What follows belongs to an exercise in optimizing a design on an open flow for small area, a short achievable clock period and few clock cycles per item; a production flow would make more cautious choices. In this exercise RTL edits were held to simulation tests only and were not proved equivalent to the original. Power is estimated from default activity; no workload was simulated.

--- flow/design.v ---
package modred_pkg;
  typedef logic [32-1:0] word_t;
  typedef enum logic {
    MOD_MERSENNE = 1'b0,   
    MOD_FERMAT   = 1'b1    
  } mod_kind_e;
endpackage
`timescale 1ns/1ns
module modred_shared_mem #(
  parameter int ROW_W = 4,
  parameter int NROWS = 64 / ROW_W,
  parameter int PTR_W = $clog2(NROWS),
  parameter int IO_ST = 0      
) (
  input  logic                          clk_i,
  input  logic [ROW_W-1:0]              tag_v_i,      
  input  logic [ROW_W-1:0][3:0]         tag_k_i,
  input  logic [ROW_W-1:0]              tag_kind_i,
  input  logic [ROW_W-1:0]              wr_en_i,      
  input  modred_pkg::word_t             wr_data_i,
  output logic [PTR_W-1:0]              ptr_o,
  output logic [ROW_W-1:0][32-1:0] last_row_o  
);
  localparam int FIRST_PLAIN = 6;
  logic [PTR_W-1:0]                    ptr_q;
  logic [ROW_W-1:0][32-1:0]    head_q;
  logic [ROW_W-1:0]                    head_v_q;
  logic [ROW_W-1:0][3:0]               head_k_q;
  logic [ROW_W-1:0]                    head_kind_q;
  logic [ROW_W-1:0][32-1:0]    red;
  logic [ROW_W-1:0][32-1:0]    row_q [FIRST_PLAIN:NROWS-1];
  always_ff @(posedge clk_i) begin
    ptr_q <= ptr_q + 1'b1;
  end
  for (genvar i = 0; i < ROW_W; i++) begin : g_word
    always_ff @(posedge clk_i) begin
      if (IO_ST == 0) begin
        head_q[i] <= wr_en_i[i] ? wr_data_i : row_q[NROWS-1][i];
      end else begin
        head_q[i] <= row_q[NROWS-1][i];
      end
      head_v_q[i]    <= tag_v_i[i];
      head_k_q[i]    <= tag_k_i[i];
      head_kind_q[i] <= tag_kind_i[i];
    end
    modred_engine u_red (
      .clk_i  (clk_i),
      .x_i    (head_q[i]),
      .v_i    (head_v_q[i]),
      .kc_i   (head_k_q[i]),
      .kind_i (head_kind_q[i]),
      .r_o    (red[i])
    );
  end
  always_ff @(posedge clk_i) begin
    row_q[FIRST_PLAIN] <= red;
    for (int s = FIRST_PLAIN + 1; s < NROWS; s++) begin
      row_q[s] <= row_q[s-1];
      if (s == IO_ST) begin
        for (int i = 0; i < ROW_W; i++) begin
          if (wr_en_i[i]) begin
            row_q[s][i] <= wr_data_i;
          end
        end
      end
    end
  end
  assign ptr_o      = ptr_q;
  assign last_row_o = (IO_ST == 0) ? row_q[NROWS-1] : row_q[(IO_ST == 0) ? NROWS-1 : IO_ST-1];
endmodule
`timescale 1ns/1ns
module modred_add #(
  parameter int W = 16
) (
  input  logic [W-1:0] a_i,
  input  logic [W-1:0] b_i,
  input  logic         ci_i,
  output logic [W-1:0] s_o,
  output logic         co_o
);
  localparam int L = $clog2(W);
  logic [L:0][W-1:0] g;
  logic [L:0][W-1:0] p;
  logic [W-1:0]      x;
  always_comb begin
    x    = a_i ^ b_i;
    g[0] = a_i & b_i;
    p[0] = x;
    g[0][0] = (a_i[0] & b_i[0]) | (x[0] & ci_i);
    for (int l = 0; l < L; l++) begin
      for (int i = 0; i < W; i++) begin
        if (((i >> l) & 1) == 1) begin
          g[l+1][i] = g[l][i] | (p[l][i] & g[l][((i >> l) << l) - 1]);
          p[l+1][i] = p[l][i] & p[l][((i >> l) << l) - 1];
        end else begin
          g[l+1][i] = g[l][i];
          p[l+1][i] = p[l][i];
        end
      end
    end
    s_o[0] = x[0] ^ ci_i;
    for (int i = 1; i < W; i++) begin
      s_o[i] = x[i] ^ g[L][i-1];
    end
    co_o = g[L][W-1];
  end
endmodule
module modred_engine (
  input  logic        clk_i,
  input  logic [31:0] x_i,
  input  logic        v_i,
  input  logic [3:0]  kc_i,
  input  logic        kind_i,
  output logic [31:0] r_o
);
  function automatic logic [2:0] a_shift(input logic [3:0] kc);
    case (kc)
      4'd3, 4'd6, 4'd12: a_shift = 3'd4;   
      4'd5, 4'd10:       a_shift = 3'd2;   
      4'd7, 4'd14:       a_shift = 3'd6;   
      4'd9:              a_shift = 3'd1;   
      4'd11:             a_shift = 3'd3;   
      4'd13:             a_shift = 3'd5;   
      4'd15:             a_shift = 3'd7;   
      default:           a_shift = 3'd0;   
    endcase
  endfunction
  function automatic logic [1:0] b_shift(input logic [3:0] kc);
    case (kc)
      4'd5:       b_shift = 2'd1;   
      4'd3, 4'd6: b_shift = 2'd2;   
      4'd7:       b_shift = 2'd3;   
      default:    b_shift = 2'd0;   
    endcase
  endfunction
  function automatic logic b_used(input logic [3:0] kc);
    b_used = (kc >= 4'd2) && (kc <= 4'd7);
  endfunction
  function automatic logic [15:0] therm2(input logic [2:0] sh);
    for (int j = 0; j < 16; j++) begin
      therm2[j] = (j < 2 * sh);
    end
  endfunction
  function automatic logic [15:0] kmask(input logic [3:0] kc);
    for (int j = 0; j < 16; j++) begin
      kmask[j] = (kc == 4'd0) || (j < kc);
    end
  endfunction
  logic        a_on;
  logic [2:0]  a_sh;
  logic [15:0] a_keep;
  logic [15:0] a_t1;
  logic [15:0] a_t2;
  logic [15:0] a_hi;
  logic [15:0] a_slo;
  logic        a_c16;
  assign a_on   = v_i && (kc_i != 4'd0);
  assign a_sh   = a_shift(kc_i);
  assign a_keep = a_on ? therm2(a_sh) : 16'hFFFF;
  assign a_t1   = a_sh[0] ? {2'b00, x_i[31:18]} : x_i[31:16];
  assign a_t2   = a_sh[1] ? {4'h0, a_t1[15:4]} : a_t1;
  assign a_hi   = a_on ? (a_sh[2] ? {8'h00, a_t2[15:8]} : a_t2) : 16'h0000;
  modred_add #(.W(16)) u_add_a (
    .a_i (x_i[15:0]),
    .b_i (a_hi),
    .ci_i(1'b0),
    .s_o (a_slo),
    .co_o(a_c16)
  );
  logic [15:0] s1_u;
  logic [15:0] s1_lo;
  logic        s1_c16;
  logic        s1_v;
  logic [3:0]  s1_kc;
  logic        s1_kind;
  always_ff @(posedge clk_i) begin
    s1_u    <= x_i[31:16] & a_keep;
    s1_lo   <= a_slo;
    s1_c16  <= a_c16;
    s1_v    <= v_i;
    s1_kc   <= kc_i;
    s1_kind <= kind_i;
  end
  logic        a2_on;
  logic [2:0]  a2_sh;
  logic [15:0] a2_keep;
  logic [15:0] a2_inc;
  logic        a2_co;
  logic        a2_c;
  assign a2_on   = s1_v && (s1_kc != 4'd0);
  assign a2_sh   = a_shift(s1_kc);
  assign a2_keep = a2_on ? therm2(a2_sh) : 16'hFFFF;
  modred_add #(.W(16)) u_inc_a (
    .a_i (s1_u),
    .b_i (16'd0),
    .ci_i(s1_c16),
    .s_o (a2_inc),
    .co_o(a2_co)
  );
  assign a2_c = a2_on && a2_inc[{a2_sh, 1'b0}];
  logic [31:0] a2_x;
  assign a2_x = {a2_inc & a2_keep, s1_lo};
  logic        b_on;
  logic [1:0]  b_sh;
  logic [5:0]  b_keep;
  logic [19:0] b_t1;
  logic [19:0] b_t2;
  assign b_on   = s1_v && b_used(s1_kc);
  assign b_sh   = b_shift(s1_kc);
  assign b_keep = ~(6'h3F << {b_sh, 1'b0});
  assign b_t1   = b_sh[0] ? {2'b00, a2_x[27:10]} : a2_x[27:8];
  assign b_t2   = b_sh[1] ? {4'h0, b_t1[19:4]} : b_t1;
  logic [31:0] s3_x;
  logic        s3_c;
  logic        s3_v;
  logic [3:0]  s3_kc;
  logic        s3_kind;
  always_ff @(posedge clk_i) begin
    s3_x    <= b_on ? {4'h0, b_t2[13:0], a2_x[13:8] & b_keep, a2_x[7:0]} : a2_x;
    s3_c    <= a2_c;
    s3_v    <= s1_v;
    s3_kc   <= s1_kc;
    s3_kind <= s1_kind;
  end
  logic        b2_on;
  logic [1:0]  b2_sh;
  logic [5:0]  b2_keep;
  logic [13:0] b2_s;
  logic        b2_co;
  logic        b2_c;
  assign b2_on   = s3_v && b_used(s3_kc);
  assign b2_sh   = b_shift(s3_kc);
  assign b2_keep = ~(6'h3F << {b2_sh, 1'b0});
  modred_add #(.W(14)) u_add_b (
    .a_i (s3_x[13:0]),
    .b_i (s3_x[27:14]),
    .ci_i(s3_c),
    .s_o (b2_s),
    .co_o(b2_co)
  );
  always_comb begin
    case (b2_sh)
      2'd0:    b2_c = b2_s[8];
      2'd1:    b2_c = b2_s[10];
      2'd2:    b2_c = b2_s[12];
      default: b2_c = b2_co;
    endcase
  end
  logic [31:0] s4_x;
  logic        s4_c;
  logic        s4_v;
  logic [3:0]  s4_kc;
  logic        s4_kind;
  always_ff @(posedge clk_i) begin
    s4_x    <= b2_on ? {18'd0, b2_s[13:8] & b2_keep, b2_s[7:0]} : s3_x;
    s4_c    <= b2_on ? b2_c : s3_c;
    s4_v    <= s3_v;
    s4_kc   <= s3_kc;
    s4_kind <= s3_kind;
  end
  logic        c_on;
  logic        c_six;
  logic [5:0]  c_hi;
  logic [5:0]  c_lo;
  logic [5:0]  c_s;
  logic        c_co;
  assign c_six = (s4_kc == 4'd3);
  assign c_on  = s4_v && (s4_kc == 4'd2 || s4_kc == 4'd3);
  assign c_hi  = c_six ? s4_x[11:6] : {2'b00, s4_x[7:4]};
  assign c_lo  = c_six ? s4_x[5:0] : {2'b00, s4_x[3:0]};
  modred_add #(.W(6)) u_add_c (
    .a_i (c_lo),
    .b_i (c_hi),
    .ci_i(s4_c),
    .s_o (c_s),
    .co_o(c_co)
  );
  logic [5:0]  c_v;
  logic        c_c;
  logic [2:0]  c_shi;
  logic [3:0]  c_slo;
  assign c_v   = c_six ? c_s : {2'b00, c_s[3:0]};
  assign c_c   = c_six ? c_co : c_s[4];
  assign c_shi = c_six ? c_v[5:3] : {1'b0, c_v[3:2]};
  assign c_slo = (c_six ? {1'b0, c_v[2:0]} : {2'b00, c_v[1:0]}) + {3'd0, c_c};
  logic [3:0]  d_kc;
  logic [3:0]  d_sh;
  logic [29:0] d_t1;
  logic [29:0] d_t2;
  logic [29:0] d_t3;
  logic [15:0] d_hi;
  logic [15:0] d_lo;
  logic [15:0] d_loi;
  logic        d_loco;
  assign d_kc = s4_v ? s4_kc : 4'd0;
  assign d_sh = d_kc - 4'd2;            
  assign d_t1 = d_sh[0] ? {1'b0, s4_x[31:3]} : s4_x[31:2];
  assign d_t2 = d_sh[1] ? {2'b00, d_t1[29:2]} : d_t1;
  assign d_t3 = d_sh[2] ? {4'h0, d_t2[29:4]} : d_t2;
  assign d_hi = d_sh[3] ? d_t3[23:8] : d_t3[15:0];
  assign d_lo = s4_x[15:0] & kmask(d_kc);
  modred_add #(.W(16)) u_inc_d (
    .a_i (d_lo),
    .b_i (16'd0),
    .ci_i(s4_c),
    .s_o (d_loi),
    .co_o(d_loco)
  );
  logic [15:0] s6_hi;
  logic [16:0] s6_lo;    
  logic        s6_v;
  logic [3:0]  s6_kc;
  logic        s6_kind;
  always_ff @(posedge clk_i) begin
    s6_hi   <= c_on ? {13'd0, c_shi} : d_hi;
    s6_lo   <= c_on ? {13'd0, c_slo} : {d_loco, d_loi};
    s6_v    <= s4_v;
    s6_kc   <= s4_kc;
    s6_kind <= s4_kind;
  end
  logic [17:0] d2_s;
  logic        d2_co;
  modred_add #(.W(18)) u_add_d (
    .a_i ({1'b0, s6_lo}),
    .b_i ({2'b00, s6_hi} ^ {18{s6_kind}}),
    .ci_i(s6_kind),
    .s_o (d2_s),
    .co_o(d2_co)
  );
  logic [31:0] s7_x;
  logic        s7_v;
  logic [3:0]  s7_kc;
  logic        s7_kind;
  always_ff @(posedge clk_i) begin
    s7_x    <= s6_v ? {14'd0, d2_s} : {s6_hi, s6_lo[15:0]};
    s7_v    <= s6_v;
    s7_kc   <= s6_kc;
    s7_kind <= s6_kind;
  end
  logic [15:0] e_mask;
  logic [15:0] e_a;
  logic [15:0] e_a1;
  logic        e_a1co;
  logic        e_all1;    
  logic        e_all1h;   
  logic        e_ink;     
  logic        e_inc;
  logic [16:0] e_y;
  assign e_mask  = kmask(s7_kc);
  assign e_a     = s7_x[15:0] & e_mask;
  assign e_all1h = &(s7_x[15:1] | ~e_mask[15:1]);
  assign e_all1  = e_all1h & s7_x[0];
  assign e_ink   = (s7_kc == 4'd0) ? s7_x[16] : s7_x[s7_kc];
  assign e_inc   = s7_kind ? s7_x[17] : e_ink;
  modred_add #(.W(16)) u_inc_e (
    .a_i (e_a),
    .b_i (16'd0),
    .ci_i(1'b1),
    .s_o (e_a1),
    .co_o(e_a1co)
  );
  assign e_y = e_inc ? {e_a1co, e_a1} : {1'b0, e_a};
  always_comb begin
    if (!s7_v) begin
      r_o = s7_x;
    end else if (s7_kind) begin
      r_o = s7_x[17] ? {15'd0, e_y} : {15'd0, s7_x[16:0]};
    end else if (e_all1) begin
      r_o = {31'd0, e_inc};                  
    end else if (e_inc && e_all1h) begin
      r_o = 32'd0;                           
    end else begin
      r_o = {15'd0, e_y};
    end
  end
endmodule
`timescale 1ns/1ns
module modred_apb_regs #(
  parameter int ROW_W = 4,
  parameter int NROWS = 64 / ROW_W,
  parameter int PTR_W = $clog2(NROWS),
  parameter int WRD_W = $clog2(ROW_W),
  parameter int IO_ST = 0
) (
  input  logic                             clk_i,
  input  logic                             rst_ni,
  input  logic                             psel_i,
  input  logic                             penable_i,
  input  logic                             pwrite_i,
  input  logic [11:0]                      paddr_i,
  input  modred_pkg::word_t                pwdata_i,
  output modred_pkg::word_t                prdata_o,
  output logic                             pready_o,
  output logic                             pslverr_o,
  input  logic [PTR_W-1:0]                 ptr_i,
  input  logic [ROW_W-1:0][32-1:0] last_row_i,
  output logic [ROW_W-1:0]                 tag_v_o,
  output logic [ROW_W-1:0][3:0]            tag_k_o,
  output logic [ROW_W-1:0]                 tag_kind_o,
  output logic [ROW_W-1:0]                 wr_en_o,
  output modred_pkg::word_t                wr_data_o
);
  localparam logic [1:0] REG_CFG   = 2'd0;
  localparam logic [1:0] REG_BASE  = 2'd1;
  localparam logic [1:0] REG_COUNT = 2'd2;
  localparam logic [1:0] REG_CTRL  = 2'd3;
  logic [4:0]            k_q     [0:1];
  logic                  kind_q  [0:1];
  logic [6-1:0] base_q  [0:1];
  logic [8:0]            count_q [0:1];
  logic [1:0]            busy_q;
  logic [1:0]            done_q;
  logic [PTR_W-1:0]      last_q  [0:1];
  logic [5:0]            cm1_q   [0:1];    
  logic                  mem_pend_q;
  logic                  mem_we_q;
  logic [PTR_W-1:0]      mem_row_q;
  logic [WRD_W-1:0]      mem_word_q;
  logic                  pready_q;
  logic                  pslverr_q;
  modred_pkg::word_t     prdata_q;
  logic        setup;
  logic        is_mem;
  logic        is_reg;
  logic        esel;
  logic [1:0]  rsel;
  logic [4:0]  wr_k;
  logic        cfg_ok;
  logic        reg_err;
  logic [1:0]  start;
  modred_pkg::word_t reg_rdata;
  logic [1:0]  ending;      
  logic [1:0]  wr_busy;     
  logic [1:0]  done_vis;
  assign setup  = psel_i & ~penable_i;
  assign is_mem = (paddr_i[11:10] == 2'b00);
  assign is_reg = (paddr_i[11:5] == 7'b0100000);
  assign esel   = paddr_i[4];
  assign rsel   = paddr_i[3:2];
  assign wr_k   = pwdata_i[4:0];
  assign cfg_ok = (wr_k >= 5'd2) && (wr_k <= 5'd16) &&
                  !(|pwdata_i[31:9]) && !(|pwdata_i[7:5]);
  always_comb begin
    reg_err = 1'b0;
    if (!is_reg) begin
      reg_err = 1'b1;
    end else if (pwrite_i && wr_busy[esel]) begin
      reg_err = 1'b1;
    end else if (pwrite_i && rsel == REG_CFG && !cfg_ok) begin
      reg_err = 1'b1;
    end
  end
  logic [1:0] wr_sel;       
  logic [1:0] cfg_we;
  logic [1:0] base_we;
  logic [1:0] count_we;
  always_comb begin
    for (int e = 0; e < 2; e++) begin
      wr_sel[e]   = setup && pwrite_i && is_reg && (esel == 1'(e)) && !wr_busy[e];
      cfg_we[e]   = wr_sel[e] && (rsel == REG_CFG) && cfg_ok;
      base_we[e]  = wr_sel[e] && (rsel == REG_BASE);
      count_we[e] = wr_sel[e] && (rsel == REG_COUNT);
      start[e]    = wr_sel[e] && (rsel == REG_CTRL) && pwdata_i[0];
    end
  end
  always_comb begin
    reg_rdata = '0;
    if (is_reg) begin
      case (rsel)
        REG_CFG:   reg_rdata = {23'd0, kind_q[esel], 3'd0, k_q[esel]};
        REG_BASE:  reg_rdata = {26'd0, base_q[esel]};
        REG_COUNT: reg_rdata = {23'd0, count_q[esel]};
        default:   reg_rdata = {30'd0, done_vis[esel], busy_q[esel] & ~ending[esel]};
      endcase
    end
  end
  logic [PTR_W-1:0] entry_row;
  logic [PTR_W-1:0] io_row;
  logic             hit;
  assign entry_row = ptr_i + 1'b1;
  assign io_row    = ptr_i + PTR_W'(NROWS + 1 - IO_ST);
  assign hit       = mem_pend_q && (mem_row_q == io_row);
  always_comb begin
    for (int i = 0; i < ROW_W; i++) begin
      wr_en_o[i] = hit && mem_we_q && (mem_word_q == WRD_W'(i));
    end
  end
  assign wr_data_o = pwdata_i;
  always_ff @(posedge clk_i or negedge rst_ni) begin
    if (!rst_ni) begin
      mem_pend_q <= 1'b0;
      mem_we_q   <= 1'b0;
      mem_row_q  <= '0;
      mem_word_q <= '0;
    end else begin
      if (setup) begin
        mem_pend_q <= is_mem;
        mem_we_q   <= pwrite_i;
        mem_row_q  <= paddr_i[6+1:2+WRD_W];
        mem_word_q <= paddr_i[1+WRD_W:2];
      end else if (hit) begin
        mem_pend_q <= 1'b0;
      end
    end
  end
  always_ff @(posedge clk_i) begin
    pready_q  <= setup ? !is_mem : hit;
    pslverr_q <= setup && !is_mem && reg_err;
    prdata_q  <= setup ? reg_rdata : last_row_i[mem_word_q];
  end
  assign prdata_o  = prdata_q;
  assign pready_o  = pready_q;
  assign pslverr_o = pslverr_q;
  logic [PTR_W-1:0] last_pre_q [0:1];
  logic [PTR_W-1:0] rf    [0:1];
  logic [PTR_W:0]   rspan [0:1];
  logic [WRD_W-1:0] fb    [0:1];
  logic [WRD_W-1:0] lw    [0:1];
  always_comb begin
    logic [6:0] endw;     
    for (int e = 0; e < 2; e++) begin
      endw     = {1'b0, cm1_q[e]} + 7'(base_q[e][WRD_W-1:0]);
      rf[e]    = base_q[e][6-1:WRD_W];
      fb[e]    = base_q[e][WRD_W-1:0];
      lw[e]    = endw[WRD_W-1:0];
      rspan[e] = endw[WRD_W+PTR_W:WRD_W];
    end
  end
  function automatic logic [PTR_W-1:0] last_row_of(input logic [PTR_W-1:0] f,
                                                   input logic [PTR_W:0] span,
                                                   input logic [PTR_W-1:0] h);
    logic [PTR_W-1:0] off;
    off = h - f;
    if (span >= (PTR_W+1)'(NROWS - 1) || ((PTR_W+1)'(off) <= span && off != '0)) begin
      last_row_of = h - 1'b1;
    end else begin
      last_row_of = f + PTR_W'(span);
    end
  endfunction
  always_ff @(posedge clk_i or negedge rst_ni) begin
    if (!rst_ni) begin
      busy_q <= '0;
      done_q <= '0;
      for (int e = 0; e < 2; e++) begin
        k_q[e]     <= '0;
        kind_q[e]  <= 1'b0;
        base_q[e]  <= '0;
        count_q[e] <= '0;
        last_q[e]  <= '0;
        cm1_q[e]   <= '0;
      end
    end else begin
      for (int e = 0; e < 2; e++) begin
        if (start[e]) begin
          busy_q[e] <= (count_q[e] != 9'd0);
          done_q[e] <= (count_q[e] == 9'd0);
          last_q[e] <= last_pre_q[e];
        end else if (busy_q[e] && entry_row == last_q[e]) begin
          busy_q[e] <= 1'b0;
          done_q[e] <= 1'b1;
        end
        if (cfg_we[e]) begin
          k_q[e]    <= wr_k;
          kind_q[e] <= pwdata_i[8];
        end
        if (base_we[e]) begin
          base_q[e] <= pwdata_i[6-1:0];
        end
        if (count_we[e]) begin
          count_q[e] <= pwdata_i[8:0];
          cm1_q[e]   <= (pwdata_i[8:6] != 3'd0) ? 6'd63 : (pwdata_i[5:0] - 6'd1);
        end
      end
    end
  end
  always_comb begin
    for (int e = 0; e < 2; e++) begin
      ending[e]   = busy_q[e] && (last_q[e] == entry_row || last_q[e] == PTR_W'(entry_row + 1'b1) ||
                                  last_q[e] == PTR_W'(entry_row + 2'd2));
      wr_busy[e]  = busy_q[e] && (last_q[e] != entry_row);
      done_vis[e] = done_q[e] || ending[e];
    end
  end
  logic [ROW_W-1:0] pre_in0_q;
  logic [ROW_W-1:0] pre_in1_q;
  logic [ROW_W-1:0] pre_in_d [0:1];
  always_comb begin
    logic [PTR_W-1:0] roff;
    logic             in_rows;
    logic             is_first;
    logic             is_last;
    for (int e = 0; e < 2; e++) begin
      roff     = PTR_W'(ptr_i + 2'd2) - rf[e];
      in_rows  = (PTR_W+1)'(roff) <= rspan[e];
      is_first = (roff == '0);
      is_last  = ((PTR_W+1)'(roff) == rspan[e]);
      if (count_q[e] == 9'd0) begin
        pre_in_d[e] = '0;
      end else if (rspan[e] == (PTR_W+1)'(NROWS)) begin
        for (int i = 0; i < ROW_W; i++) begin
          pre_in_d[e][i] = !is_first || (WRD_W'(i) >= fb[e]) || (WRD_W'(i) <= lw[e]);
        end
      end else begin
        for (int i = 0; i < ROW_W; i++) begin
          pre_in_d[e][i] = in_rows && (!is_first || WRD_W'(i) >= fb[e]) &&
                           (!is_last || WRD_W'(i) <= lw[e]);
        end
      end
    end
  end
  always_ff @(posedge clk_i) begin
    pre_in0_q <= pre_in_d[0];
    pre_in1_q <= pre_in_d[1];
    for (int e = 0; e < 2; e++) begin
      last_pre_q[e] <= last_row_of(rf[e], rspan[e], PTR_W'(ptr_i + 2'd2));
    end
  end
  always_comb begin
    logic sel0;
    for (int i = 0; i < ROW_W; i++) begin
      sel0          = pre_in0_q[i] && (!pre_in1_q[i] || busy_q[0] || (!busy_q[1] && !esel));
      tag_v_o[i]    = (pre_in0_q[i] && (busy_q[0] || start[0])) ||
                      (pre_in1_q[i] && (busy_q[1] || start[1]));
      tag_k_o[i]    = sel0 ? k_q[0][3:0] : k_q[1][3:0];
      tag_kind_o[i] = sel0 ? kind_q[0] : kind_q[1];
    end
  end
endmodule
`timescale 1ns/1ns
module modred_top (
  input  logic              clk_i,
  input  logic              rst_ni,
  input  logic              psel_i,
  input  logic              penable_i,
  input  logic              pwrite_i,
  input  logic [11:0]       paddr_i,
  input  modred_pkg::word_t pwdata_i,
  output modred_pkg::word_t prdata_o,
  output logic              pready_o,
  output logic              pslverr_o
);
  localparam int ROW_W = 4;
  localparam int NROWS = 64 / ROW_W;
  localparam int PTR_W = $clog2(NROWS);
  localparam int IO_ST = 0;
  logic [PTR_W-1:0]                 ptr;
  logic [ROW_W-1:0][32-1:0] last_row;
  logic [ROW_W-1:0]                 tag_v;
  logic [ROW_W-1:0][3:0]            tag_k;
  logic [ROW_W-1:0]                 tag_kind;
  logic [ROW_W-1:0]                 wr_en;
  modred_pkg::word_t                wr_data;
  modred_apb_regs #(
    .ROW_W (ROW_W),
    .NROWS (NROWS),
    .IO_ST (IO_ST)
  ) u_regs (
    .clk_i      (clk_i),
    .rst_ni     (rst_ni),
    .psel_i     (psel_i),
    .penable_i  (penable_i),
    .pwrite_i   (pwrite_i),
    .paddr_i    (paddr_i),
    .pwdata_i   (pwdata_i),
    .prdata_o   (prdata_o),
    .pready_o   (pready_o),
    .pslverr_o  (pslverr_o),
    .ptr_i      (ptr),
    .last_row_i (last_row),
    .tag_v_o    (tag_v),
    .tag_k_o    (tag_k),
    .tag_kind_o (tag_kind),
    .wr_en_o    (wr_en),
    .wr_data_o  (wr_data)
  );
  modred_shared_mem #(
    .ROW_W (ROW_W),
    .NROWS (NROWS),
    .IO_ST (IO_ST)
  ) u_mem (
    .clk_i      (clk_i),
    .tag_v_i    (tag_v),
    .tag_k_i    (tag_k),
    .tag_kind_i (tag_kind),
    .wr_en_i    (wr_en),
    .wr_data_i  (wr_data),
    .ptr_o      (ptr),
    .last_row_o (last_row)
  );
endmodule
--- flow/flow/run.sh ---
#!/bin/bash
# Own layout flow: the standard ORFS flow (standard.sh, so the standard
# synthesis unchanged) with three differences in how the layout is made:
#  - timing repair aims for setup slack of SETUP_SLACK_MARGIN ns beyond the
#    10 ns constraint, so cells on the longest paths get sized up;
#  - ports are buffered with sky130_fd_sc_hd__buf_2 rather than the smallest
#    buffer ORFS picks (a delay cell);
#  - clock tree synthesis adds no dummy loads for balancing.
# The clock period, SDC and all checks are the design's. make's output goes to
# flow_make.log here; each ORFS step writes its own full log under orfs/logs/.
set -euo pipefail
export SETUP_SLACK_MARGIN=6.8
export BUFFER_PORTS_ARGS="-buffer_cell sky130_fd_sc_hd__buf_2"
export CTS_ARGS="-sink_clustering_enable -repair_clock_nets -dont_use_dummy_load -sink_clustering_size 30"
bash standard.sh finish > flow_make.log 2>&1
--- flow/standard.sh ---
#!/bin/bash
# synth_recipe.tcl (not shown) runs the flow's synth.tcl, then flattens the netlist and writes it again
# the make line also repeats each setting of config.mk as NAME=value (left out here)
make -C /OpenROAD-flow-scripts/flow DESIGN_CONFIG=/design/flow/config.mk WORK_HOME=/design/flow/orfs CLKGATE_MAP_FILE= SYNTH_SCRIPT=/design/flow/synth_recipe.tcl "${@:-finish}"
--- flow/config.mk ---
export PLATFORM = sky130hd
export DESIGN_NAME = modred_top
export DESIGN_NICKNAME = modred_top
export VERILOG_FILES = /design/flow/design.v
export SDC_FILE = /design/flow/constraint.sdc
export NUM_CORES = 4
export LEC_CHECK = 0
export ABC_CLOCK_PERIOD_IN_PS = 6000
export CAP_MARGIN = 20
export CORE_MARGIN = 2
export CORE_UTILIZATION = 60
export PLACE_DENSITY = 0.7
export SLEW_MARGIN = 20
--- flow/constraint.sdc ---
create_clock -name core_clock -period 10.0 [get_ports {clk_i}]
set_input_delay 2.0000 -clock core_clock [delete_from_list [all_inputs] [get_ports {clk_i}]]
set_output_delay 2.0000 -clock core_clock [all_outputs]
set_load 0.01 [all_outputs]
==> qor.log, run 1 <==
[outcome] status complete, no violations
[timing] max-slew violation count 0
[detailed_routing] first-pass iteration count of the detailed router 6
[place] number of port buffers 80
[power_and_ir_drop] highest ir drop seen on vdd 132 uV
[worst_setup_path] start-to-end type of the worst setup path flop to flop
[clock_tree] CTS Buf Count 215
[timing] final sum of negative setup slack 0 ns
[floorplanning] I/O Pins 83
[place] post-place setup slack 5.42 ns
[detailed_routing] via count 55200
[worst_hold_path] Worst Hold Class flop to flop
[worst_setup_path] reg2reg path depth 14
[timing] Tcrit/Tclk final 34.4%
[timing] final-report setup violation count 0
[cells_and_area] net total in the final layout 8210
[clock_tree] clock tree buffer depth 3
[detailed_routing] residual antenna-violating net count after detailed routing 0
[synthesis] part of the Yosys area used for sequential elements 56.5%
[clock_tree] clock tree from TritonCTS built
[timing] final hold violations 0
[place] HPWL Detailed 152 mm
[detailed_routing] DR DRC count 0
[synthesis] post-synthesis cell area 84300 sq um
[clock_tree] number of H-tree levels 4
[floorplanning] effective utilization at floorplan 60.4%
[worst_setup_path] arrival time of data at the critical path endpoint 4.18 ns
[power_and_ir_drop] part of the power in the clock network 41.5%
[clock_tree] master cell of the clock root buffer sky130_fd_sc_hd__clkbuf_16
[cells_and_area] Fillers 10500
[global_routing] via count of the first global-routing pass 53500
[worst_setup_path] CP required 10.74 ns
[timing] setup repair after global routing missed its margin true
[power_and_ir_drop] reported net switching power 3.22 mW
[job] # Max-Cap Violations 0
[clock_tree] CTS clk-pin slew, worst paths 0.06 ns
[global_routing] residual overflow from global routing 0
[detailed_routing] Avg WL per Cell 22.0 microns
[place] GPL Wtd Cong 0.933
[power_and_ir_drop] PwrDens 173 nW/um^2
[detailed_routing] WL final 213 mm
[power_and_ir_drop] part of the power in combinational logic 1.0%
[floorplanning] Core Area 140000 sq um
[synthesis] Synth Instances 7563
[synthesis] total number of yosys warnings 20
[worst_hold_path] cell depth of the worst hold path 0
[worst_hold_path] Endpoint, Worst Hold u_mem.row_q[9][2]
[worst_setup_path] worst r2r src u_mem.g_word[0].u_red.a_sh[0]
[synthesis] Post-Synthesis Net Count 7974
[floorplanning] overall die height 379 microns
[synthesis] Unique masters post-synth 103
[timing] Worst Skew 0.0734 ns
[power_and_ir_drop] internal power consumption 13.2 mW
[synthesis] portion of synthesized cell area occupied by the leading cell type 54.3%
[worst_setup_path] Worst Path Max Fanout 6
[power_and_ir_drop] Leakage Power 40.8 nW
[power_and_ir_drop] sequential share of power 57.5%
[timing] Max Fclk 291 MHz
[power_and_ir_drop] switching power as a share of total power 19.6%
[worst_setup_path] Worst Setup Start Kind flop
[synthesis] cell type with the largest total area after synthesis sky130_fd_sc_hd__dfxtp_1
[synthesis] dominant cell by count in the synthesized netlist sky130_fd_sc_hd__dfxtp_1
[cells_and_area] share of final-layout standard cells stronger than drive strength 1 16.3%
[synthesis] average footprint of a synthesized cell 11.1 sq um
[floorplanning] Die X-Extent 379 microns
[detailed_routing] vias per inst 5.70
[floorplanning] Cell Rows 137
[global_routing] first-pass GRT wire length 318 mm
[worst_setup_path] Crit. End Element flop
[worst_setup_path] flop2flop setup slack 6.56 ns
[worst_hold_path] Worst Min Path Start u_mem.row_q[8][2]
[detailed_routing] First DRT Iteration DRCs 4341
[global_routing] total track usage 29.3%
[synthesis] number of enable flip-flop cells after synthesis 0
[floorplanning] Die ar. 143000 sq um
[timing] actual transition at the worst max-transition pin 1.03 ns
[clock_tree] clock latency reported for the late side of the worst-skew pair 0.84 ns
[global_routing] initial antenna violation count 48
[synthesis] main area contributors after synthesis sky130_fd_sc_hd__dfxtp_1 (54%), sky130_fd_sc_hd__ha_1 (4.2%), sky130_fd_sc_hd__mux2i_1 (3.8%)
[synthesis] share of flip-flops with an asynchronous set or reset 3.14%
[timing] minimum setup slack in the final design 6.56 ns
[cells_and_area] P&R area growth vs syn 13.0%
[clock_tree] # clock sinks 2360
[global_routing] maximum number of pins on one net before global-route repair 75
[synthesis] ys flop type sky130_fd_sc_hd__dfxtp_1
[timing] relative slew slack 31.2%
[worst_setup_path] Reg2Reg Capture Point u_mem.g_word[0].u_red.s1_lo[15]
[clock_tree] hold buffer count at cts 0
[synthesis] Post-synth top cells sky130_fd_sc_hd__dfxtp_1 (2286), sky130_fd_sc_hd__nand2_1 (573), sky130_fd_sc_hd__nor2_1 (431), sky130_fd_sc_hd__o21ai_0 (356), sky130_fd_sc_hd__mux2i_1 (322)
[timing] clock period minus worst slack 3.44 ns
[synthesis] count of state elements after synthesis 2360
==> through the flow <==
stage | hold WS, ns | cells | total power [mW] | util (%) | area [sq um]
5_1_grt | 0.287 | 9680 | 16.9 | 68.2 | 95200
2_1_floorplan | 0.310 | 7563 | 9.75 | - | 85100
3_3_place_gp | 0.310 | 9263 | 9.83 | 62.1 | 86600
3_5_place_dp | 0.312 | 9263 | 9.83 | 62.1 | 86600
6_report | 0.268 | 9692 | 16.5 | 68.2 | 95200
4_1_cts | 0.279 | 9630 | 16.6 | 67.3 | 93900
==> flip-flops by register name, summed over array words and instances, names as in the netlist, 16 cells and up <==
name,count
u_mem.g_word.u_red.s1_lo,64
u_regs.prdata_q,32
u_mem.g_word.u_red.s3_x,128
u_mem.g_word.u_red.s6_kc,16
u_mem.g_word.u_red.s7_kc,16
u_mem.g_word.u_red.s7_x,128
u_mem.g_word.u_red.s1_kc,16
u_mem.g_word.u_red.s1_u,64
u_mem.g_word.u_red.s4_kc,16
u_mem.g_word.u_red.s3_kc,16
u_mem.g_word.u_red.s4_x,128
u_mem.head_k_q,16
u_regs.count_q,18
u_mem.g_word.u_red.s6_hi,64
u_mem.row_q,1280
u_mem.g_word.u_red.s6_lo,68
u_mem.head_q,128
==> logic make-up (layout without fill, tap and decap cells) <==
group / after synthesis / in the layout / synth area share, %
buf+inv: 563 / 795 / 2.61
flops: 2360 / 2360 / 56.5
fa+ha+maj: 364 / 364 / 6.09
compound gates: 1323 / 1323 / 10.2
simple gates: 1931 / 1933 / 11.4
mux: 659 / 659 / 9.36
other cells: 0 / 19 / 0
xor+xnor: 363 / 363 / 3.81
==> cells in the final DEF, fill, tap and decap left out, types with 31 or more instances in the layout <==
master,Yosys,layout
sky130_fd_sc_hd__fa_1,78,56
sky130_fd_sc_hd__buf_2,24,51
sky130_fd_sc_hd__and3_1,56,55
sky130_fd_sc_hd__a21oi_1,269,241
sky130_fd_sc_hd__nand2b_1,71,67
sky130_fd_sc_hd__mux2_2,260,244
sky130_fd_sc_hd__a22o_1,31,31
sky130_fd_sc_hd__nor2b_1,237,234
sky130_fd_sc_hd__nor3_1,94,87
sky130_fd_sc_hd__buf_6,4,46
sky130_fd_sc_hd__mux4_2,77,77
sky130_fd_sc_hd__a21boi_0,42,37
sky130_fd_sc_hd__a211oi_1,121,114
sky130_fd_sc_hd__a31oi_1,57,53
sky130_fd_sc_hd__nor2_1,431,404
sky130_fd_sc_hd__o211ai_1,58,58
sky130_fd_sc_hd__xnor2_1,182,170
sky130_fd_sc_hd__ha_1,284,266
sky130_fd_sc_hd__nand2_1,573,562
sky130_fd_sc_hd__and2_1,214,213
sky130_fd_sc_hd__inv_1,255,238
sky130_fd_sc_hd__buf_4,7,208
sky130_fd_sc_hd__dfrtp_1,74,72
sky130_fd_sc_hd__mux2i_1,322,299
sky130_fd_sc_hd__nand3_1,64,62
sky130_fd_sc_hd__o21ai_0,356,331
sky130_fd_sc_hd__dfxtp_4,0,45
sky130_fd_sc_hd__a21o_1,55,55
sky130_fd_sc_hd__clkbuf_16,0,216
sky130_fd_sc_hd__o21a_1,55,55
sky130_fd_sc_hd__xor2_1,179,165
sky130_fd_sc_hd__dfxtp_1,2286,2211
sky130_fd_sc_hd__nand4_1,38,38
==> cell type report <==
type / instances / area [sq um] / area share, %
inverter: 264 / 1010 / 1.06
antenna: 19 / 47.5 / 0.0499
tap: 1876 / 2350 / 2.47
sequential: 2360 / 47800 / 50.2
clock buffer: 215 / 5380 / 5.65
timing repair buffer: 316 / 2530 / 2.66
multi-input combinational: 4642 / 36100 / 37.9
==> metal layers <==
metal  GRT usage [%]  part of all wire [%]  vias to the layer above
met5           0.652                  0.14                        -
met1            41.2                    46                    26700
met2            44.5                    44                     1726
li1                -                     -                    26400
met4            8.30                   2.7                       28
met3            7.41                   7.7                      354
==> power groups by stage <==
stage	combinational [mW]	clock [mW]	sequential (mW)
2_1_floorplan	0.0887	0	9.66
3_3_place_gp	0.155	0	9.67
3_5_place_dp	0.156	0	9.68
4_1_cts	0.161	6.95	9.46
5_1_grt	0.178	7.30	9.46
6_report	0.166	6.83	9.46
==> worst max-delay path, stage by stage, from the launching register on <==
cell and delay, ns:
sky130_fd_sc_hd__dfxtp_4 0.41, sky130_fd_sc_hd__mux4_2 0.52, sky130_fd_sc_hd__mux2i_2 0.19, sky130_fd_sc_hd__nor2_1 0.08
sky130_fd_sc_hd__ha_2 0.18, sky130_fd_sc_hd__fa_2 0.37, sky130_fd_sc_hd__a21o_1 0.16, sky130_fd_sc_hd__a21o_1 0.18
sky130_fd_sc_hd__a2111oi_4 0.41, sky130_fd_sc_hd__o31ai_2 0.13, sky130_fd_sc_hd__o211ai_1 0.17, sky130_fd_sc_hd__buf_4 0.16
sky130_fd_sc_hd__a21boi_4 0.07, sky130_fd_sc_hd__a21oi_2 0.18, sky130_fd_sc_hd__xnor2_1 0.13
==> worst max path at each step <==
stage                     slack, ns                              end                           start
final                          6.56  u_mem.g_word[0].u_red.s1_lo[15]   u_mem.g_word[0].u_red.a_sh[0]
after CTS                      6.60   u_mem.g_word[3].u_red.s6_lo[2]  u_mem.g_word[3].u_red.s4_kc[1]
after floorplan                6.42             u_regs.count_q[1][0]                     paddr_i[11]
after global routing           6.45  u_mem.g_word[0].u_red.s1_lo[15]   u_mem.g_word[0].u_red.a_sh[0]
after global placement         5.46             u_regs.count_q[1][8]                     paddr_i[11]
after detailed placement       5.42             u_regs.count_q[1][8]                     paddr_i[11]
==> what timing repair did <==
item,in CTS,in global routing
cloned,1,2
buffers inserted,151,41
gates resized for setup,223,214
pin swaps,93,112
setup endpoints to repair,462,277
Testbench counts, summed over its fixed seeds: cycles 3,722, words 5,120.
==> run 2, diff against run 1 <==
==> flow/config.mk (replaced) <==
export PLATFORM = sky130hd
export DESIGN_NAME = modred_top
export DESIGN_NICKNAME = modred_top
export VERILOG_FILES = /design/flow/design.v
export SDC_FILE = /design/flow/constraint.sdc
export NUM_CORES = 4
export LEC_CHECK = 0
export ABC_CLOCK_PERIOD_IN_PS = 3500
export CAP_MARGIN = 20
export CORE_MARGIN = 2
export CORE_UTILIZATION = 66
export PLACE_DENSITY = 0.75
export SLEW_MARGIN = 20
==> run 2 against run 1 <==
  * Still clean on timing, DRC and antenna
  * Clock skew increased by 0.0083 ns
  * Worst setup slack got worse by 0.086 ns
  * Sequential cell count unchanged
  * Register-to-register slack got worse by 0.09 ns
  * Sequential share of layout area increased by 0.28 points
  * Non-clock buffer count decreased by 7
  * Clock power decreased by 1%
  * Via count increased by 2.2%
  * Sequential power about the same
  * Cell count decreased by 2.5%
  * Critical path depth decreased by 1
  * Critical path type unchanged
  * Largest power group unchanged
==> qor.log, run 2 <==
[worst_hold_path] Worst Hold Class flop to flop
[place] total cell area at the placement stage 86400 sq um [-0.30%]
[clock_tree] CTS Buf Count 209 [-2.8%]
[cells_and_area] P&R area growth vs syn 12.4%
[cells_and_area] net total in the final layout 8196 [-0.17%]
[worst_setup_path] CP Buf/Inv Count 0 [-1]
[place] GPL Wtd Cong 0.962 [+3.2%]
[synthesis] average footprint of a synthesized cell 11.1 sq um [unchanged]
[clock_tree] # clock sinks 2360 [unchanged]
[worst_setup_path] start-to-end type of the worst setup path flop to flop
[synthesis] Post-synth top cells sky130_fd_sc_hd__dfxtp_1 (2286), sky130_fd_sc_hd__nand2_1 (573), sky130_fd_sc_hd__nor2_1 (431), sky130_fd_sc_hd__o21ai_0 (356), sky130_fd_sc_hd__mux2i_1 (322)
[synthesis] post-synthesis cell area 84300 sq um [unchanged]
[detailed_routing] residual antenna-violating net count after detailed routing 0 [unchanged]
[synthesis] main area contributors after synthesis sky130_fd_sc_hd__dfxtp_1 (54%), sky130_fd_sc_hd__ha_1 (4.2%), sky130_fd_sc_hd__mux2i_1 (3.8%)
[timing] final sum of negative setup slack 0 ns [unchanged]
[floorplanning] Die ar. 131000 sq um [-9.0%]
[outcome] status complete, no violations
[worst_setup_path] CP required 10.62 ns [-0.12 ns]
[cells_and_area] most common cell after layout, fill and taps aside sky130_fd_sc_hd__dfxtp_1
[floorplanning] I/O Pins 83 [unchanged]
[worst_setup_path] most common cell type on the critical path sky130_fd_sc_hd__a21o_1
[job] # Max-Cap Violations 0 [unchanged]
[power_and_ir_drop] sequential share of power 57.8% [+0.3 points]
[power_and_ir_drop] internal power consumption 13.1 mW [-0.76%]
[timing] max-slew violation count 0 [unchanged]
[power_and_ir_drop] Leakage Power 40.7 nW [-0.23%]
[clock_tree] clock tree from TritonCTS built
[global_routing] via count of the first global-routing pass 54800 [+2.4%]
[worst_setup_path] flop2flop setup slack 6.48 ns [-0.09 ns]
[cells_and_area] final cell utilization of the core 74.5% [+6.2 points]
[power_and_ir_drop] highest ir drop seen on vdd 203 uV [+55%]
[clock_tree] CTS clk-pin slew, worst paths 0.07 ns [about the same]
[synthesis] share of flip-flops with an asynchronous set or reset 3.14% [unchanged]
[detailed_routing] DR DRC count 0 [unchanged]
[floorplanning] Die X-Extent 361 microns [-4.6%]
[cells_and_area] area of the multi-input gates 36000 sq um [-0.18%]
[clock_tree] clock tree buffer depth 3 [unchanged]
[cells_and_area] Fillers 8480 [-19%]
[floorplanning] Core Area 127000 sq um [-8.8%]
[timing] minimum setup slack in the final design 6.48 ns [-0.0864 ns]
[timing] Tcrit/Tclk final 35.2% [+0.86 points]
[cells_and_area] post-layout instance count excluding filler cells 9454 [-2.5%]
[timing] setup repair after global routing missed its margin true
[timing] clock period minus worst slack 3.52 ns [+0.0864 ns]
[global_routing] total track usage 32.6% [+3.3 points]
[worst_setup_path] Worst Setup Start Kind flop
[place] HPWL Detailed 151 mm [-0.73%]
[cells_and_area] area of all sequential standard cells 47800 sq um [about the same]
[synthesis] Unique masters post-synth 103 [unchanged]
[synthesis] part of the Yosys area used for sequential elements 56.5% [unchanged]
[global_routing] initial antenna violation count 54 [+13%]
[timing] final-report setup violation count 0 [unchanged]
[timing] relative slew slack 31.7% [+0.42 points]
[synthesis] number of enable flip-flop cells after synthesis 0 [unchanged]
[cells_and_area] share of final-layout standard cells stronger than drive strength 1 16.2% [-0.14 points]
[detailed_routing] vias per inst 5.97 [+4.7%]
[worst_setup_path] cell family contributing the most delay on the critical path compound AO/OA/AOI/OAI gates
[place] dpl cells 9048 [-2.3%]
[clock_tree] clock latency reported for the late side of the worst-skew pair 0.82 ns [-0.02 ns]
[worst_setup_path] Worst Path Max Fanout 8 [+2]
[detailed_routing] First DRT Iteration DRCs 5523 [+27%]
[power_and_ir_drop] reported net switching power 3.24 mW [+0.53%]
[cells_and_area] number of flip-flops under the largest register name 1280 [unchanged]
[power_and_ir_drop] part of the power in the clock network 41.2% [-0.3 points]
[worst_setup_path] chain of cells forming the critical path mux4_2 -> mux2i_2 -> nor2_1 -> ha_2 -> fa_2 -> a21o_1 -> a21o_1 -> a2111oi_4 -> o31ai_2 -> o21ai_1 -> a211o_1 -> o31ai_4 -> xor2_1
[global_routing] first-pass GRT wire length 326 mm [+2.6%]
[floorplanning] Cell Rows 131 [-4.4%]
[detailed_routing] first-pass iteration count of the detailed router 6 [unchanged]
[place] number of port buffers 80 [unchanged]
[synthesis] Synth Instances 7563 [unchanged]
[synthesis] dominant cell by count in the synthesized netlist sky130_fd_sc_hd__dfxtp_1
[detailed_routing] WL final 217 mm [+1.9%]
[synthesis] ys flop type sky130_fd_sc_hd__dfxtp_1
[worst_setup_path] Crit-path slowest cell sky130_fd_sc_hd__mux4_2
[synthesis] total number of yosys warnings 20 [unchanged]
[global_routing] maximum number of pins on one net before global-route repair 75 [unchanged]
[clock_tree] master cell of the clock root buffer sky130_fd_sc_hd__clkbuf_16
[synthesis] cell type with the largest total area after synthesis sky130_fd_sc_hd__dfxtp_1
[worst_setup_path] Crit. End Element flop
[cells_and_area] register containing the most flip-flops in the final layout u_mem.row_q
[timing] Worst Skew 0.0817 ns [+0.00828 ns]
[place] post-place setup slack 5.25 ns [-0.162 ns]
[worst_setup_path] arrival time of data at the critical path endpoint 4.14 ns [-0.04 ns]
[synthesis] count of state elements after synthesis 2360 [unchanged]
[synthesis] Post-Synthesis Net Count 7974 [unchanged]
[power_and_ir_drop] part of the power in combinational logic 1.0% [about the same]
[detailed_routing] via count 56400 [+2.2%]
[worst_setup_path] delay of the slowest cell on the worst path 0.53 ns [about the same]
[floorplanning] overall die height 361 microns [-4.6%]
[synthesis] portion of synthesized cell area occupied by the leading cell type 54.3% [unchanged]
[timing] final hold violations 0 [unchanged]
[power_and_ir_drop] PwrDens 173 nW/um^2 [about the same]
[clock_tree] number of H-tree levels 4 [unchanged]
[detailed_routing] Avg WL per Cell 23.0 microns [+4.5%]
[timing] actual transition at the worst max-transition pin 1.02 ns [-0.00493 ns]
[global_routing] residual overflow from global routing 0 [unchanged]
[power_and_ir_drop] switching power as a share of total power 19.8% [+0.20 points]
[cells_and_area] final standard cell area without fillers 94700 sq um [-0.51%]
[floorplanning] effective utilization at floorplan 66.2% [+5.9 points]
[timing] Max Fclk 284 MHz [-2.5%]
[cells_and_area] most frequent cells in the layout sky130_fd_sc_hd__dfxtp_1 (2200), sky130_fd_sc_hd__nand2_1 (558), sky130_fd_sc_hd__nor2_1 (406)
run 2: cell counts after synthesis:
Identical to the previous run, type by type.
run 2: worst paths after layout:
check                                             endpoint  cells past startpoint                          start
max in group asynchronous             u_regs.mem_word_q[0]                      2                         rst_ni
hold / removal                          u_mem.row_q[9][17]                      0             u_mem.row_q[8][17]
setup / recovery           u_mem.g_word[1].u_red.s1_lo[15]                     13  u_mem.g_word[1].u_red.a_sh[0]
min in group asynchronous              u_regs.mem_row_q[3]                      2                         rst_ni
hold reg to reg                         u_mem.row_q[9][17]                      0             u_mem.row_q[8][17]
setup reg to reg           u_mem.g_word[1].u_red.s1_lo[15]                     13  u_mem.g_word[1].u_red.a_sh[0]
run 2: per-stage QoR:
stage                     hold slack, ns  power, mW
after floorplan                    0.310       9.75
after global placement             0.310       9.83
after detailed placement           0.312       9.83
after CTS                          0.281       16.5
after global routing               0.293       16.8
final                              0.284       16.4
run 2: area by class of cell:
type                            instances  share of cell area [%]
Clock buffer                          209                    5.52
Tap cell                             1662                    2.20
Antenna cell                            9                  0.0238
Inverter                              264                    1.06
Multi-Input combinational cell       4641                    38.0
Timing Repair Buffer                  309                    2.68
Sequential cell                      2360                    50.5
run 2: repair_timing:
item | CTS | global route
buffers inserted | 132 | 54
setup endpoints to repair | 423 | 269
pin swaps | 87 | 110
gates cloned | 1 | 1
resized for setup | 229 | 211
hold buffers | 0 | 0
run 2: power groups by stage:
stage / Sequential (mW) / Clock (mW) / Combinational (mW)
final: 9.47 / 6.74 / 0.157
after global routing: 9.47 / 7.19 / 0.166
after CTS: 9.47 / 6.84 / 0.150
after detailed placement: 9.69 / 0 / 0.144
after global placement: 9.68 / 0 / 0.142
after floorplan: 9.66 / 0 / 0.0887
run 2: layer usage:
| metal | GRT usage (%) | wire length (microns) |
|---|---|---|
| met3 | 7.85 | 18300 |
| met1 | 45.5 | 94600 |
| met2 | 50.1 | 97000 |
| met5 | 0 | 333 |
| met4 | 10.7 | 7140 |
run 2: cells by family after synthesis:
group           synth area share (%)
flops                           56.5
simple gates                    11.4
compound gates                  10.2
mux                             9.36
buf+inv                         2.61
fa+ha+maj                       6.09
xor+xnor                        3.81
==> run 3, diff against run 2 <==
--- a/flow/config.mk
+++ b/flow/config.mk
@@ -8,6 +8,6 @@
 export ABC_CLOCK_PERIOD_IN_PS = 3500
 export CAP_MARGIN = 20
 export CORE_MARGIN = 2
-export CORE_UTILIZATION = 66
-export PLACE_DENSITY = 0.75
+export CORE_UTILIZATION = 55
+export PLACE_DENSITY = 0.65
 export SLEW_MARGIN = 20
==> run 3 against run 2 <==
  * Still clean on timing, DRC and antenna
  * Register-to-register slack better by 0.02 ns
  * Die area increased by 20%
  * Routed wire length shrank 0.21%
  * Clock skew down 0.035 ns
  * Sequential power hardly changed
  * Critical endpoint is now u_mem.g_word[1].u_red.s1_lo[13]
  * Largest power group unchanged
==> qor.log, run 3 <==
[timing] max-slew violation count 0 [unchanged]
[timing] setup repair after global routing missed its margin true
[cells_and_area] net total in the final layout 8237 [+0.50%]
[place] number of port buffers 80 [unchanged]
[timing] relative slew slack 33.3% [+1.7 points]
[timing] final hold violations 0 [unchanged]
[clock_tree] master cell of the clock root buffer sky130_fd_sc_hd__clkbuf_16
[global_routing] first-pass GRT wire length 324 mm [-0.63%]
[cells_and_area] most common cell after layout, fill and taps aside sky130_fd_sc_hd__dfxtp_1
[synthesis] average footprint of a synthesized cell 11.1 sq um [unchanged]
[place] post-place setup slack 5.38 ns [+0.126 ns]
[global_routing] maximum number of pins on one net before global-route repair 75 [unchanged]
[cells_and_area] most frequent cells in the layout sky130_fd_sc_hd__dfxtp_1 (2210), sky130_fd_sc_hd__nand2_1 (556), sky130_fd_sc_hd__nor2_1 (410)
[synthesis] part of the Yosys area used for sequential elements 56.5% [unchanged]
[global_routing] total track usage 27.2% [-5.4 points]
[detailed_routing] first-pass iteration count of the detailed router 6 [unchanged]
[cells_and_area] P&R area growth vs syn 13.6%
[detailed_routing] WL final 217 mm [-0.21%]
[job] # Max-Cap Violations 0 [unchanged]
[clock_tree] clock tree from TritonCTS built
[synthesis] dominant cell by count in the synthesized netlist sky130_fd_sc_hd__dfxtp_1
[clock_tree] hold buffer count at cts 0 [unchanged]
[floorplanning] overall die height 395 microns [+9.4%]
[synthesis] portion of synthesized cell area occupied by the leading cell type 54.3% [unchanged]
[global_routing] via count of the first global-routing pass 53100 [-3.2%]
[clock_tree] number of H-tree levels 4 [unchanged]
[detailed_routing] vias per inst 5.58 [-6.6%]
[timing] final sum of negative setup slack 0 ns [unchanged]
[worst_setup_path] start-to-end type of the worst setup path flop to flop
[synthesis] main area contributors after synthesis sky130_fd_sc_hd__dfxtp_1 (54%), sky130_fd_sc_hd__ha_1 (4.2%), sky130_fd_sc_hd__mux2i_1 (3.8%)
[detailed_routing] First DRT Iteration DRCs 3991 [-28%]
[synthesis] ys flop type sky130_fd_sc_hd__dfxtp_1
[place] GPL Wtd Cong 0.927 [-3.6%]
[synthesis] Post-synth top cells sky130_fd_sc_hd__dfxtp_1 (2286), sky130_fd_sc_hd__nand2_1 (573), sky130_fd_sc_hd__nor2_1 (431), sky130_fd_sc_hd__o21ai_0 (356), sky130_fd_sc_hd__mux2i_1 (322)
[worst_setup_path] Worst Setup Start Kind flop
[synthesis] total number of yosys warnings 20 [unchanged]
[detailed_routing] DR DRC count 0 [unchanged]
[detailed_routing] via count 55000 [-2.6%]
[clock_tree] CTS Buf Count 217 [+3.8%]
[worst_hold_path] Worst Min Path Start u_mem.row_q[12][0]
[worst_setup_path] Crit. End Element flop
[global_routing] residual overflow from global routing 0 [unchanged]
[floorplanning] I/O Pins 83 [unchanged]
[floorplanning] Die ar. 156000 sq um [+20%]
[timing] final-report setup violation count 0 [unchanged]
[timing] clock period minus worst slack 3.51 ns [-0.0168 ns]
[clock_tree] clock latency reported for the late side of the worst-skew pair 0.83 ns [about the same]
[worst_hold_path] Worst Hold Class flop to flop
[synthesis] Synth Instances 7563 [unchanged]
[detailed_routing] residual antenna-violating net count after detailed routing 0 [unchanged]
[worst_setup_path] CP required 10.67 ns [+0.05 ns]
[worst_setup_path] Worst Setup SP u_mem.g_word[1].u_red.a_sh[0]
[synthesis] share of flip-flops with an asynchronous set or reset 3.14% [unchanged]
[timing] Worst Skew 0.0466 ns [-0.0351 ns]
[floorplanning] Core Area 152000 sq um [+20%]
[timing] actual transition at the worst max-transition pin 1.00 ns [-0.0231 ns]
[clock_tree] CTS clk-pin slew, worst paths 0.06 ns [about the same]
[cells_and_area] number of flip-flops under the largest register name 1280 [unchanged]
[timing] Max Fclk 285 MHz [+0.48%]
[outcome] status complete, no violations
[global_routing] initial antenna violation count 38 [-30%]
[power_and_ir_drop] Leakage Power 41.0 nW [+0.69%]
[power_and_ir_drop] highest ir drop seen on vdd 189 uV [-7.1%]
[synthesis] cell type with the largest total area after synthesis sky130_fd_sc_hd__dfxtp_1
[worst_setup_path] Worst Path Max Fanout 6 [-2]
[floorplanning] effective utilization at floorplan 55.4% [-11 points]
[timing] Tcrit/Tclk final 35.1% [-0.17 points]
[synthesis] Unique masters post-synth 103 [unchanged]
[synthesis] post-synthesis cell area 84300 sq um [unchanged]
[synthesis] number of enable flip-flop cells after synthesis 0 [unchanged]
[detailed_routing] Avg WL per Cell 22.0 microns [-4.3%]
[floorplanning] Cell Rows 143 [+9.2%]
[power_and_ir_drop] PwrDens 173 nW/um^2 [about the same]
[cells_and_area] register containing the most flip-flops in the final layout u_mem.row_q
[floorplanning] Die X-Extent 395 microns [+9.4%]
[synthesis] count of state elements after synthesis 2360 [unchanged]
[worst_setup_path] arrival time of data at the critical path endpoint 4.18 ns [+0.04 ns]
[cells_and_area] Fillers 12200 [+44%]
[cells_and_area] share of final-layout standard cells stronger than drive strength 1 16.5% [+0.32 points]
[place] HPWL Detailed 156 mm [+3.2%]
[worst_setup_path] worst r2r src u_mem.g_word[1].u_red.a_sh[0]
[clock_tree] clock tree buffer depth 3 [unchanged]
[clock_tree] # clock sinks 2360 [unchanged]
[timing] minimum setup slack in the final design 6.49 ns [+0.0168 ns]
[synthesis] Post-Synthesis Net Count 7974 [unchanged]
-- run 3: changes by cell type in the layout (fill, tap and decap cells not counted), sizes merged --
| cell | delta |
|---|---|
| buf | +29 |
| clkbuf | +12 |
| clkinvlp | +2 |
| inv | -2 |
| diode | -1 |
-- run 3: worst max-delay path: stages, from the launching register on --
cell                        delay, ns
sky130_fd_sc_hd__dfxtp_4         0.41
sky130_fd_sc_hd__mux4_2          0.52
sky130_fd_sc_hd__mux2i_2         0.22
sky130_fd_sc_hd__nor2_1          0.08
sky130_fd_sc_hd__ha_2            0.18
sky130_fd_sc_hd__fa_2            0.36
sky130_fd_sc_hd__a21o_1          0.19
sky130_fd_sc_hd__a21o_1          0.19
sky130_fd_sc_hd__a2111oi_4       0.35
sky130_fd_sc_hd__o31ai_2         0.13
sky130_fd_sc_hd__o21ai_1         0.18
sky130_fd_sc_hd__a211o_1         0.28
sky130_fd_sc_hd__buf_6           0.13
sky130_fd_sc_hd__buf_6           0.08
sky130_fd_sc_hd__xnor2_2         0.05
-- run 3: layout make-up --
| cell class | instances | area (sq um) | share of cell area (%) |
|---|---|---|---|
| flip-flops and latches | 2360 | 47800 | 50.0 |
| clock buffers | 217 | 5430 | 5.68 |
| repair buffers | 342 | 2790 | 2.92 |
| well taps | 2030 | 2540 | 2.65 |
| inverters | 264 | 1010 | 1.05 |
| diodes | 8 | 20.0 | 0.0209 |
| multi-input cells | 4641 | 36100 | 37.7 |
-- run 3: cell families after synthesis --
group           after synthesis  synth area share [%]
flops                      2360                  56.5
simple gates               1931                  11.4
compound gates             1323                  10.2
mux                         659                  9.36
buf+inv                     563                  2.61
fa+ha+maj                   364                  6.09
xor+xnor                    363                  3.81
-- run 3: routing by layer --
metal	up-vias	track usage [%]	wire (microns)
met3	382	5.71	14900
li1	26400	-	-
met1	26500	39.7	102000
met5	-	0	207
met2	1660	40.5	93700
met4	32	7.86	6000
-- run 3: stage by stage --
| step | instances | power, mW | area (sq um) | util [%] | hold slack [ns] |
|---|---|---|---|---|---|
| floorplan | 7563 | 9.75 | 85100 | - | 0.310 |
| global placement | 9420 | 9.83 | 86800 | 57.1 | 0.310 |
| detailed placement | 9420 | 9.83 | 86800 | 57.1 | 0.312 |
| CTS | 9771 | 16.7 | 94000 | 61.8 | 0.287 |
| global route | 9856 | 17.1 | 95700 | 62.9 | 0.285 |
| finish | 9862 | 16.5 | 95700 | 62.9 | 0.285 |
-- run 3: power breakdown --
part           internal [mW]  switching [mW]
combinational         0.0610           0.109
clock                   3.77            3.12
sequential              9.44          0.0241
total                   13.3            3.25
-- run 3: timing repair --
action                                  in CTS  in global routing
pin swaps                                   91                103
resized for setup                          210                234
gates cloned                                 1                  2
buffers inserted                           133                 81
endpoints found under the setup margin     332                255
-- run 3: path summary, 6_finish.rpt --
| check | end | slack [ns] | cells past startpoint |
|---|---|---|---|
| setup / recovery | u_mem.g_word[1].u_red.s1_lo[13] | 6.49 | 14 |
| hold / removal | u_mem.row_q[13][0] | 0.29 | 0 |
| setup reg to reg | u_mem.g_word[1].u_red.s1_lo[13] | 6.49 | 14 |
| hold reg to reg | u_mem.row_q[13][0] | 0.29 | 0 |
| max in group asynchronous | u_regs.mem_word_q[0] | 7.91 | 1 |
| min in group asynchronous | u_regs.mem_row_q[0] | 1.36 | 1 |
==> run 4, diff against run 3 <==
--- a/flow/flow/run.sh
+++ b/flow/flow/run.sh
@@ -9,7 +9,7 @@
 # The clock period, SDC and all checks are the design's. make's output goes to
 # flow_make.log here; each ORFS step writes its own full log under orfs/logs/.
 set -euo pipefail
-export SETUP_SLACK_MARGIN=6.8
+export SETUP_SLACK_MARGIN=7.2
 export BUFFER_PORTS_ARGS="-buffer_cell sky130_fd_sc_hd__buf_2"
 export CTS_ARGS="-sink_clustering_enable -repair_clock_nets -dont_use_dummy_load -sink_clustering_size 30"
 bash standard.sh finish > flow_make.log 2>&1
--- a/flow/config.mk
+++ b/flow/config.mk
@@ -8,6 +8,6 @@
 export ABC_CLOCK_PERIOD_IN_PS = 3500
 export CAP_MARGIN = 20
 export CORE_MARGIN = 2
-export CORE_UTILIZATION = 55
-export PLACE_DENSITY = 0.65
+export CORE_UTILIZATION = 60
+export PLACE_DENSITY = 0.7
 export SLEW_MARGIN = 20
==> run 4 against run 3 <==
  * Critical path type unchanged
  * Largest power group unchanged
  * Synthesized cell count is the same
  * Clock-buffer cell count fell by 3
  * Combinational power increased by 11%
  * Highest routed layer unchanged
  * Power decreased by 0.32%
  * Worst setup slack better by 0.011 ns
  * Critical path depth unchanged
  * Hold slack improved by 0.0023 ns
  * Via count increased by 3.5%
  * Critical endpoint is now u_mem.g_word[0].u_red.s1_c16
==> qor.log, run 4 <==
[outcome] status complete, no violations
[floorplanning] overall die height 379 microns [-4.2%]
[worst_setup_path] start-to-end type of the worst setup path flop to flop
[job] # Max-Cap Violations 0 [unchanged]
[detailed_routing] residual antenna-violating net count after detailed routing 0 [unchanged]
[power_and_ir_drop] highest ir drop seen on vdd 142 uV [-25%]
[power_and_ir_drop] PwrDens 165 nW/um^2 [-4.4%]
[worst_setup_path] most common cell type on the critical path sky130_fd_sc_hd__a21o_1
[place] number of port buffers 80 [unchanged]
[clock_tree] hold buffer count at cts 0 [unchanged]
[floorplanning] Die ar. 143000 sq um [-8.3%]
[synthesis] ys flop type sky130_fd_sc_hd__dfxtp_1
[worst_setup_path] Worst Setup Start Kind flop
[floorplanning] effective utilization at floorplan 60.4% [+5.0 points]
[floorplanning] Die X-Extent 379 microns [-4.2%]
[cells_and_area] share of final-layout standard cells stronger than drive strength 1 22.3% [+5.8 points]
[timing] Worst Skew 0.0661 ns [+0.0195 ns]
[worst_setup_path] cell family contributing the most delay on the critical path compound AO/OA/AOI/OAI gates
[synthesis] cell type with the largest total area after synthesis sky130_fd_sc_hd__dfxtp_1
[clock_tree] master cell of the clock root buffer sky130_fd_sc_hd__clkbuf_16
[synthesis] share of flip-flops with an asynchronous set or reset 3.14% [unchanged]
[timing] final sum of negative setup slack 0 ns [unchanged]
[worst_setup_path] CP required 10.65 ns [-0.02 ns]
[cells_and_area] register containing the most flip-flops in the final layout u_mem.row_q
[detailed_routing] via count 56900 [+3.5%]
[global_routing] maximum number of pins on one net before global-route repair 75 [unchanged]
[worst_setup_path] Crit. End Element flop
[worst_setup_path] Crit-path slowest cell sky130_fd_sc_hd__mux4_2
[clock_tree] number of H-tree levels 4 [unchanged]
[global_routing] total track usage 30.1% [+2.9 points]
[synthesis] Post-synth top cells sky130_fd_sc_hd__dfxtp_1 (2286), sky130_fd_sc_hd__nand2_1 (573), sky130_fd_sc_hd__nor2_1 (431), sky130_fd_sc_hd__o21ai_0 (356), sky130_fd_sc_hd__mux2i_1 (322)
[floorplanning] I/O Pins 83 [unchanged]
[worst_setup_path] CP Buf/Inv Count 1 [-1]
[clock_tree] clock latency reported for the late side of the worst-skew pair 0.82 ns [about the same]
[power_and_ir_drop] internal power consumption 13.2 mW [-0.32%]
[clock_tree] clock tree buffer depth 3 [unchanged]
[synthesis] total number of yosys warnings 20 [unchanged]
[synthesis] portion of synthesized cell area occupied by the leading cell type 54.3% [unchanged]
[synthesis] Synth Instances 7563 [unchanged]
[cells_and_area] number of flip-flops under the largest register name 1280 [unchanged]
[synthesis] dominant cell by count in the synthesized netlist sky130_fd_sc_hd__dfxtp_1
[timing] minimum hold slack 0.288 ns [+0.00230 ns]
[timing] max-slew violation count 0 [unchanged]
[cells_and_area] P&R area growth vs syn 18.4%
[power_and_ir_drop] reported net switching power 3.24 mW [-0.35%]
[clock_tree] CTS Buf Count 214 [-1.4%]
[global_routing] residual overflow from global routing 0 [unchanged]
[global_routing] first-pass GRT wire length 328 mm [+1.4%]
[timing] final hold violations 0 [unchanged]
run 4: cell count changes in the layout (fill, tap and decap cells not counted), moves of 23 or more:
cell                      delta
sky130_fd_sc_hd__buf_4     +115
sky130_fd_sc_hd__ha_1       -23
sky130_fd_sc_hd__buf_6      +68
sky130_fd_sc_hd__mux2_2     -37
sky130_fd_sc_hd__nor2_1     -24
sky130_fd_sc_hd__mux2_4     +37
sky130_fd_sc_hd__a21oi_2    +28
sky130_fd_sc_hd__o21ai_0    -29
sky130_fd_sc_hd__a21oi_1    -31
run 4: timing repair:
| action | CTS | global route |
|---|---|---|
| buffers inserted | 269 | 145 |
| gates resized for setup | 496 | 438 |
| pin swaps | 202 | 218 |
| setup endpoints to repair | 551 | 374 |
| cloned | 5 | 9 |
run 4: cell type report:
class                   instances  area (sq um)  area share (%)
diodes                          8          20.0          0.0201
clock buffers                 214          5360            5.37
inverters                     264          1040            1.04
multi-input cells            4648         38200            38.3
flip-flops and latches       2360         47900            48.0
well taps                    1876          2350            2.35
repair buffers                539          4920            4.93
run 4: cells by family (layout without fill, tap and decap cells):
kind of cell             Yosys count  after routing  synth area share, %
multiplexers                     659            659                 9.36
buffers and inverters            563           1017                 2.61
AND/OR/NAND/NOR                 1931           1939                 11.4
XOR/XNOR                         363            363                 3.81
adder cells (fa/ha/maj)          364            364                 6.09
other                              0              8                    0
AO/OA/AOI/OAI                   1323           1323                 10.2
flip-flops                      2360           2360                 56.5
run 4: power by group through the flow:
stage	Combinational (mW)	Sequential [mW]	Clock (mW)
global placement	0.154	9.68	0
CTS	0.168	9.46	6.93
global route	0.198	9.46	7.30
detailed placement	0.154	9.68	0
finish	0.188	9.46	6.82
floorplan	0.0919	9.66	0
run 4: final timing paths:
path	cells past startpoint	endpoint	startpoint
min	0	u_mem.row_q[14][0]	u_mem.row_q[13][0]
min reg2reg	0	u_mem.row_q[14][0]	u_mem.row_q[13][0]
max reg2reg	14	u_mem.g_word[0].u_red.s1_c16	u_mem.g_word[0].u_red.a_sh[0]
max in group asynchronous	2	u_regs.mem_word_q[0]	rst_ni
min in group asynchronous	2	u_regs.last_q[1][1]	rst_ni
max	14	u_mem.g_word[0].u_red.s1_c16	u_mem.g_word[0].u_red.a_sh[0]
run 4: routing by layer:
metal | vias up | wire, microns | GRT usage [%]
li1 | 26900 | - | -
met1 | 27500 | 100000 | 42.3
met2 | 2035 | 99400 | 46.3
met3 | 453 | 17500 | 7.30
met4 | 42 | 6150 | 8.47
met5 | - | 260 | 0
run 4: worst reg2reg max path, delay by kind of cell, from the launching register on:
kind                     cells  cell delay (ns)
multiplexers                 2             0.72
buffers and inverters        1             0.17
flip-flops                   1             0.40
adder cells (fa/ha/maj)      2             0.55
AND/OR/NAND/NOR              1             0.08
AO/OA/AOI/OAI                8             1.47
run 4: stage by stage:
step                cells  setup WS (ns)  area (sq um)
global route         9904           6.38         99800
global placement     9259           5.55         86900
detailed placement   9259           5.51         86900
CTS                  9747           6.58         96500
floorplan            7563           6.42         85700
finish               9909           6.50         99800

## re-timing with driven ports
Ports are ideal in the flow. The routed layouts listed here were re-timed in OpenROAD. Step 1: set_driving_cell puts a clkbuf_16 on clk_i and a buf_2 on each other input, an assumption about the parent block. Step 2 adds t to the input delays and takes it off the output delays; t is the mean of the earliest and latest rising clock arrival at the registers after step 1. Input paths then give back, and output paths get back, about the clock's delay inside the block. Slacks: ideal / step 1 / step 2; pairs: ideal / step 1.
run | shift t [ns] | setup WS [ns] | hold slack, ns | slew at the worst register clock pin (ns) | pins driven straight from the clock port
run 1 | 0.894 | 6.563 / 6.563 / 5.799 | 0.268 / 0.268 / 0.268 | 0.07 / 0.07 | 1
run 2 | 0.861 | 6.477 / 6.477 / 5.982 | 0.284 / 0.284 / 0.284 | 0.07 / 0.07 | 1
run 3 | 0.887 | 6.494 / 6.494 / 5.855 | 0.285 / 0.285 / 0.285 | 0.07 / 0.07 | 1
run 4 | 0.870 | 6.505 / 6.505 / 6.018 | 0.288 / 0.288 / 0.288 | 0.07 / 0.07 | 1
After both steps setup and hold are still met in every run listed. The setup slack of run 1, which loses most, moves by 0.000 ns with the drivers and by -0.764 ns with both steps.
